Background: an optimization exercise with open tools, aiming at small area and a short achievable clock period. Do not read the settings as production practice. In this exercise RTL edits were held to simulation tests only and were not proved equivalent to the original. Power is estimated from default activity; no workload was simulated.

==> flow/design.v <==
package core_pkg;
    localparam int XLEN       = 32;
    localparam int REG_ADDR_W = 5;
    localparam int NUM_REGS   = 1 << REG_ADDR_W;
endpackage
import core_pkg::*;
module reg_file (
    input  logic                            clk,
    input  logic                            rst,
    input  logic [REG_ADDR_W-1:0]           raddr1,
    input  logic [REG_ADDR_W-1:0]           raddr2,
    output logic [XLEN-1:0]                 rd1,
    output logic [XLEN-1:0]                 rd2,
    input  logic                            we,
    input  logic [REG_ADDR_W-1:0]           waddr,
    input  logic [XLEN-1:0]                 wdata
);
    logic [XLEN-1:0] regs [1:NUM_REGS-1];
    logic [XLEN-1:0] rf [0:NUM_REGS-1];
    logic [XLEN-1:0] wd;
    assign wd = rst ? '0 : wdata;
    always_ff @(posedge clk) begin
        for (int i = 1; i < NUM_REGS; i++)
            if (rst || (we && waddr == i[REG_ADDR_W-1:0]))
                regs[i] <= wd;
    end
    always_comb begin
        rf[0] = '0;
        for (int i = 1; i < NUM_REGS; i++)
            rf[i] = regs[i];
    end
    assign rd1 = rf[raddr1];
    assign rd2 = rf[raddr2];
endmodule
import core_pkg::*;
module rv_slice_top (
    input  logic                            clk,
    input  logic                            rst,
    input  logic                            instr_valid,
    input  logic [31:0]                     instr,
    input  logic [core_pkg::XLEN-1:0]       pc,
    input  logic [core_pkg::XLEN-1:0]       mem_rdata,
    output logic                            mem_re,
    output logic                            mem_we,
    output logic [core_pkg::XLEN-1:0]       mem_addr,
    output logic [core_pkg::XLEN-1:0]       mem_wdata,
    output logic [1:0]                      mem_size,
    output logic                            redirect_valid,
    output logic [core_pkg::XLEN-1:0]       redirect_pc,
    output logic                            wb_valid,
    output logic [core_pkg::REG_ADDR_W-1:0] wb_rd,
    output logic [core_pkg::XLEN-1:0]       wb_data
);
    logic [XLEN-1:0]       X, Y, Z;
    logic [20:1]           pimm;
    logic [4:0]            shamt;
    logic                  e_wr, e_load, e_store, e_br, e_jal, e_jalr;
    logic [REG_ADDR_W-1:0] e_rd;
    logic [2:0]            e_f3;
    logic                  e_sub, e_signed, e_sra;
    logic                  e_sum, e_lt, e_xor, e_or, e_and, e_sr, e_sl, e_link;
    logic [XLEN-1:0]       R, S;
    logic                  r_wr, r_load, r_store;
    logic [REG_ADDR_W-1:0] r_rd;
    logic [2:0]            r_f3;
    logic                  r_redirect;
    logic [XLEN-1:0]       W;
    logic                  w_valid;
    logic [REG_ADDR_W-1:0] w_rd;
    logic [XLEN-1:0]       xf, yf, zf, sum, sh, sh_rev, alu, alu_o, P, L, Pimm;
    logic [33:0]           add34;
    logic                  xe, ye, lt, eq, taken;
    logic [7:0]            lane_b;
    logic [15:0]           lane_h;
    logic [XLEN-1:0]       load_val, wd;
    logic [4:0] opc, rs1, rs2, rd;
    logic [2:0] f3;
    logic       is_load, is_store, is_op, is_opimm, is_lui, is_auipc;
    logic       is_br, is_jal, is_jalr, is_jump, opx;
    logic       wr, use1, useY;
    logic       hitE1, hitW1, hitE2, hitW2;
    logic       sE1, sW1, sE2, sW2;
    logic [XLEN-1:0] rd1f, rd2f, rd2o;
    logic       fs1, fs2, gY, fY_p, fY_n, gZ;
    logic [XLEN-1:0] rd1, rd2, imm;
    logic [2:0] alu_f3;
    logic       sub_d;
    assign opc = instr[6:2];
    assign f3  = instr[14:12];
    assign rs1 = instr[19:15];
    assign rs2 = instr[24:20];
    assign rd  = instr[11:7];
    assign is_br    =  opc[4] & ~opc[0];
    assign is_jalr  =  opc[4] &  opc[0] & ~opc[1];
    assign is_jal   =  opc[1];
    assign is_jump  =  opc[4] &  opc[0];
    assign is_lui   =  opc[3] &  opc[2] &  opc[0];
    assign is_auipc = ~opc[3] &  opc[2] &  opc[0];
    assign is_opimm = ~opc[3] &  opc[2] & ~opc[0];
    assign is_op    =  opc[3] &  opc[2] & ~opc[0];
    assign is_load  = ~opc[4] & ~opc[3] & ~opc[2];
    assign is_store = ~opc[4] &  opc[3] & ~opc[2];
    assign opx      = opc[2] & ~opc[0] & ~opc[4];   
    assign wr   = ~is_br & ~is_store & (rd != '0);
    assign use1 = ~(opc[2] & opc[0]);               
    assign useY = is_op | is_br;
    assign hitE1 = e_wr && e_rd == rs1;
    assign hitW1 = r_wr && r_rd == rs1;
    assign hitE2 = e_wr && e_rd == rs2;
    assign hitW2 = r_wr && r_rd == rs2;
    assign sE1   = hitE1 & use1;
    assign sW1   = hitW1 & ~hitE1 & use1;
    assign sE2   = hitE2;
    assign sW2   = hitW2 & ~hitE2;
    assign fs1  = sE1 & e_sum;
    assign fs2  = sE2 & e_sum;
    assign rd1f = (rd1 & {XLEN{use1 & ~hitE1 & ~hitW1}}) | (alu_o & {XLEN{sE1}}) | (wd & {XLEN{sW1}});
    assign rd2o = (rd2 & {XLEN{~hitE2 & ~hitW2}}) | (alu_o & {XLEN{sE2}}) | (wd & {XLEN{sW2}});
    assign rd2f = rd2o | (sum & {XLEN{fs2}});
    assign gY   = useY & ~fs2;
    assign fY_p = useY & fs2 & ~sub_d;
    assign fY_n = useY & fs2 & sub_d;
    assign gZ   = is_store & ~fs2;
    always_comb begin
        if (is_lui | is_auipc)
            imm = {instr[31:12], 12'b0};
        else if (is_jal)
            imm = {{12{instr[31]}}, instr[19:12], instr[20], instr[30:21], 1'b0};
        else if (is_store)
            imm = {{21{instr[31]}}, instr[30:25], instr[11:7]};
        else
            imm = {{21{instr[31]}}, instr[30:20]};
    end
    assign alu_f3 = opx ? f3 : 3'b000;
    assign sub_d  = is_br | (is_op & f3 == 3'b000 & instr[30]) | (opx & f3[2:1] == 2'b01);
    reg_file u_regs (
        .clk, .rst,
        .raddr1 (rs1), .raddr2 (rs2), .rd1, .rd2,
        .we    (r_wr),
        .waddr (r_rd),
        .wdata (wd)
    );
    always_ff @(posedge clk) begin
        X    <= rd1f | (sum & {XLEN{fs1}}) | (pc & {XLEN{is_auipc}});
        Y    <= (sum & {XLEN{fY_p}}) | (~sum & {XLEN{fY_n}})
              | ((rd2o ^ {XLEN{sub_d}}) & {XLEN{gY}})
              | ((imm ^ {XLEN{sub_d}}) & {XLEN{~useY}});
        Z    <= (sum & {XLEN{is_store & fs2}}) | (rd2o & {XLEN{gZ}})
              | ({pc[31:2], 2'b00} & {XLEN{~is_store}});
        pimm <= is_br ? {{9{instr[31]}}, instr[7], instr[30:25], instr[11:8]}
                      : {instr[31], instr[19:12], instr[20], instr[30:21]};
        shamt <= useY ? rd2f[4:0] : instr[24:20];    
        e_rd <= rd;
        e_f3 <= f3;
        e_sub    <= sub_d;
        e_signed <= opx ? ~f3[0] : ~f3[1];
        e_sra    <= instr[30];
        e_sum  <= alu_f3 == 3'b000 & ~is_jump;
        e_sl   <= alu_f3 == 3'b001;
        e_lt   <= alu_f3[2:1] == 2'b01;
        e_xor  <= alu_f3 == 3'b100;
        e_sr   <= alu_f3 == 3'b101;
        e_or   <= alu_f3 == 3'b110;
        e_and  <= alu_f3 == 3'b111;
        e_link <= is_jump;
    end
    always_ff @(posedge clk) begin
        if (rst) begin
            e_wr    <= 1'b0;
            e_load  <= 1'b0;
            e_store <= 1'b0;
            e_br    <= 1'b0;
            e_jal   <= 1'b0;
            e_jalr  <= 1'b0;
        end else begin
            e_wr    <= instr_valid & wr;
            e_load  <= instr_valid & is_load;
            e_store <= instr_valid & is_store;
            e_br    <= instr_valid & is_br;
            e_jal   <= instr_valid & is_jal;
            e_jalr  <= instr_valid & is_jalr;
        end
    end
    assign xf = X;
    assign yf = Y;
    assign zf = Z;
    assign xe    = e_signed & xf[31];
    assign ye    = ~e_signed | yf[31];
    assign add34 = {xe, xf, 1'b1} + {ye, yf, e_sub};
    assign sum   = add34[32:1];
    assign lt    = add34[33];
    assign eq    = &(xf ^ yf);    
    assign sh     = 32'($signed({e_sra & xf[31], xf}) >>> shamt);
    assign sh_rev = xf << shamt;
    assign Pimm = {{11{pimm[20]}}, pimm, 1'b0};
    assign P    = {Z[31:2] + Pimm[31:2], Pimm[1:0]};
    assign L    = {Z[31:2] + 30'd1, 2'b00};
    assign alu_o = ({31'b0, lt}  & {XLEN{e_lt}})
               | ((xf ^ yf)    & {XLEN{e_xor}})
               | ((xf | yf)    & {XLEN{e_or}})
               | ((xf & yf)    & {XLEN{e_and}})
               | (sh           & {XLEN{e_sr}})
               | (sh_rev       & {XLEN{e_sl}})
               | (L            & {XLEN{e_link}});
    assign alu   = (sum & {XLEN{e_sum}}) | alu_o;
    assign taken = e_jal | e_jalr | (e_br & (e_f3[0] ^ (e_f3[2] ? lt : eq)));
    always_ff @(posedge clk) begin
        R    <= alu;
        S    <= e_jalr ? {sum[31:1], 1'b0} : (e_jal | e_br) ? P : zf;
        r_rd <= e_rd;
        r_f3 <= e_f3;
    end
    always_ff @(posedge clk) begin
        if (rst) begin
            r_wr       <= 1'b0;
            r_load     <= 1'b0;
            r_store    <= 1'b0;
            r_redirect <= 1'b0;
        end else begin
            r_wr       <= e_wr;
            r_load     <= e_load;
            r_store    <= e_store;
            r_redirect <= taken;
        end
    end
    assign lane_b = mem_rdata[{R[1:0], 3'b000} +: 8];
    assign lane_h = R[1] ? mem_rdata[31:16] : mem_rdata[15:0];
    always_comb begin
        if (r_f3[1])
            load_val = mem_rdata;
        else if (r_f3[0])
            load_val = {{16{~r_f3[2] & lane_h[15]}}, lane_h};
        else
            load_val = {{24{~r_f3[2] & lane_b[7]}}, lane_b};
    end
    assign wd = r_load ? load_val : R;
    always_ff @(posedge clk) begin
        W    <= wd;
        w_rd <= r_rd;
        if (rst)
            w_valid <= 1'b0;
        else
            w_valid <= r_wr;
    end
    assign mem_re         = r_load;
    assign mem_we         = r_store;
    assign mem_addr       = R;
    assign mem_wdata      = S;
    assign mem_size       = r_f3[1:0];
    assign redirect_valid = r_redirect;
    assign redirect_pc    = S;
    assign wb_valid       = w_valid;
    assign wb_rd          = w_rd;
    assign wb_data        = W;
endmodule
export LEC_CHECK = 0
export CAP_MARGIN = 20
export CORE_MARGIN = 2
export CORE_UTILIZATION = 50
export SETUP_SLACK_MARGIN = 2.7
export SLEW_MARGIN = 20
export TNS_END_PERCENT = 10
create_clock -name core_clock -period 6.0 [get_ports {clk}]
standard.sh (not shown) runs the stock make flow with config.mk's settings and CLKGATE_MAP_FILE= SYNTH_SCRIPT=/design/flow/synth_recipe.tcl, a recipe that flattens the netlist after the stock synthesis.
==> flow/flow/run.sh <==
#!/bin/bash
set -euo pipefail
bash standard.sh 'BUFFER_PORTS_ARGS=-buffer_cell sky130_fd_sc_hd__buf_1' finish > make_finish.log 2>&1
The starting point passed the timing, design-rule and antenna checks.
Then changed:
Settings changed: TNS_END_PERCENT 10 to unset.
The changed run ran to the end with no violations.
Utilization came out higher by 2.2 points.
Cell area goes up by a few percent.
Worst setup slack is better by 0.13 ns.
Hold slack gets better by 0.0046 ns.
Synthesized area stays the same.
Wire length rises by a few percent.
Non-clock buffer count climbs by 141.
Then changed:
Settings changed: CELL_PAD_IN_SITES_DETAIL_PLACEMENT set to 1, CELL_PAD_IN_SITES_GLOBAL_PLACEMENT set to 2, CORE_UTILIZATION 50 to 45, SETUP_SLACK_MARGIN 2.7 to 2.6.
What happened:
- clock skew hardly moves
- core utilization fell by 6.6 points
- power stays flat
Then changed:
Settings changed: CELL_PAD_IN_SITES_DETAIL_PLACEMENT 1 to unset, CELL_PAD_IN_SITES_GLOBAL_PLACEMENT 2 to unset, CORE_UTILIZATION 45 to 40, PLACE_DENSITY set to 0.5, SETUP_SLACK_MARGIN 2.6 to 2.7, TNS_END_PERCENT set to 10.
Final cell count grows by a few percent.
Wire length is lower by a few percent.
Combinational power goes down by a few percent.
Worst setup slack improves by 0.030 ns.
Sequential power hardly moves.
First-iteration DRC count fell by a few percent.
Final area goes down slightly.
Power came out lower by a few percent.
Via count shrinks by a few percent.
Synthesized cell count does not change.

what the ideal ports hide:
The results above use ideal ports. As a check the final layouts listed here were re-extracted and re-timed, cells and wires unchanged. Step 1 (the two cells are an assumption about what drives the block):
set clk [get_ports {clk}]
set_driving_cell -lib_cell sky130_fd_sc_hd__clkbuf_16 $clk
set_driving_cell -lib_cell sky130_fd_sc_hd__buf_2 [delete_from_list [all_inputs] $clk]
Step 2 moves the port delays by t, midway between the first and last clock arrival at a register: inputs arrive t later, outputs are due t later. That takes back most of the time a late clock gives input paths. a / b / c = no drivers / after step 1 / after step 2; a / b = the first two.
run	shift t [ns]	setup WS [ns]	worst setup path after step 2	worst register clock-pin slew, ns	pins driven straight from the clock port
the first run	0.859	2.224 / 2.186 / 1.326	input to register	0.07 / 0.07	1
the second run	0.894	2.350 / 2.350 / 1.511	input to register	0.07 / 0.07	1
the third run	0.897	2.306 / 2.306 / 1.608	input to register	0.07 / 0.07	1
the fourth run	0.885	2.336 / 2.292 / 1.407	input to register	0.07 / 0.07	1
After both steps setup and hold are still met in every run listed. For the fourth run, which loses most, drivers alone change the setup slack by -0.044 ns; drivers and shift together by -0.929 ns.
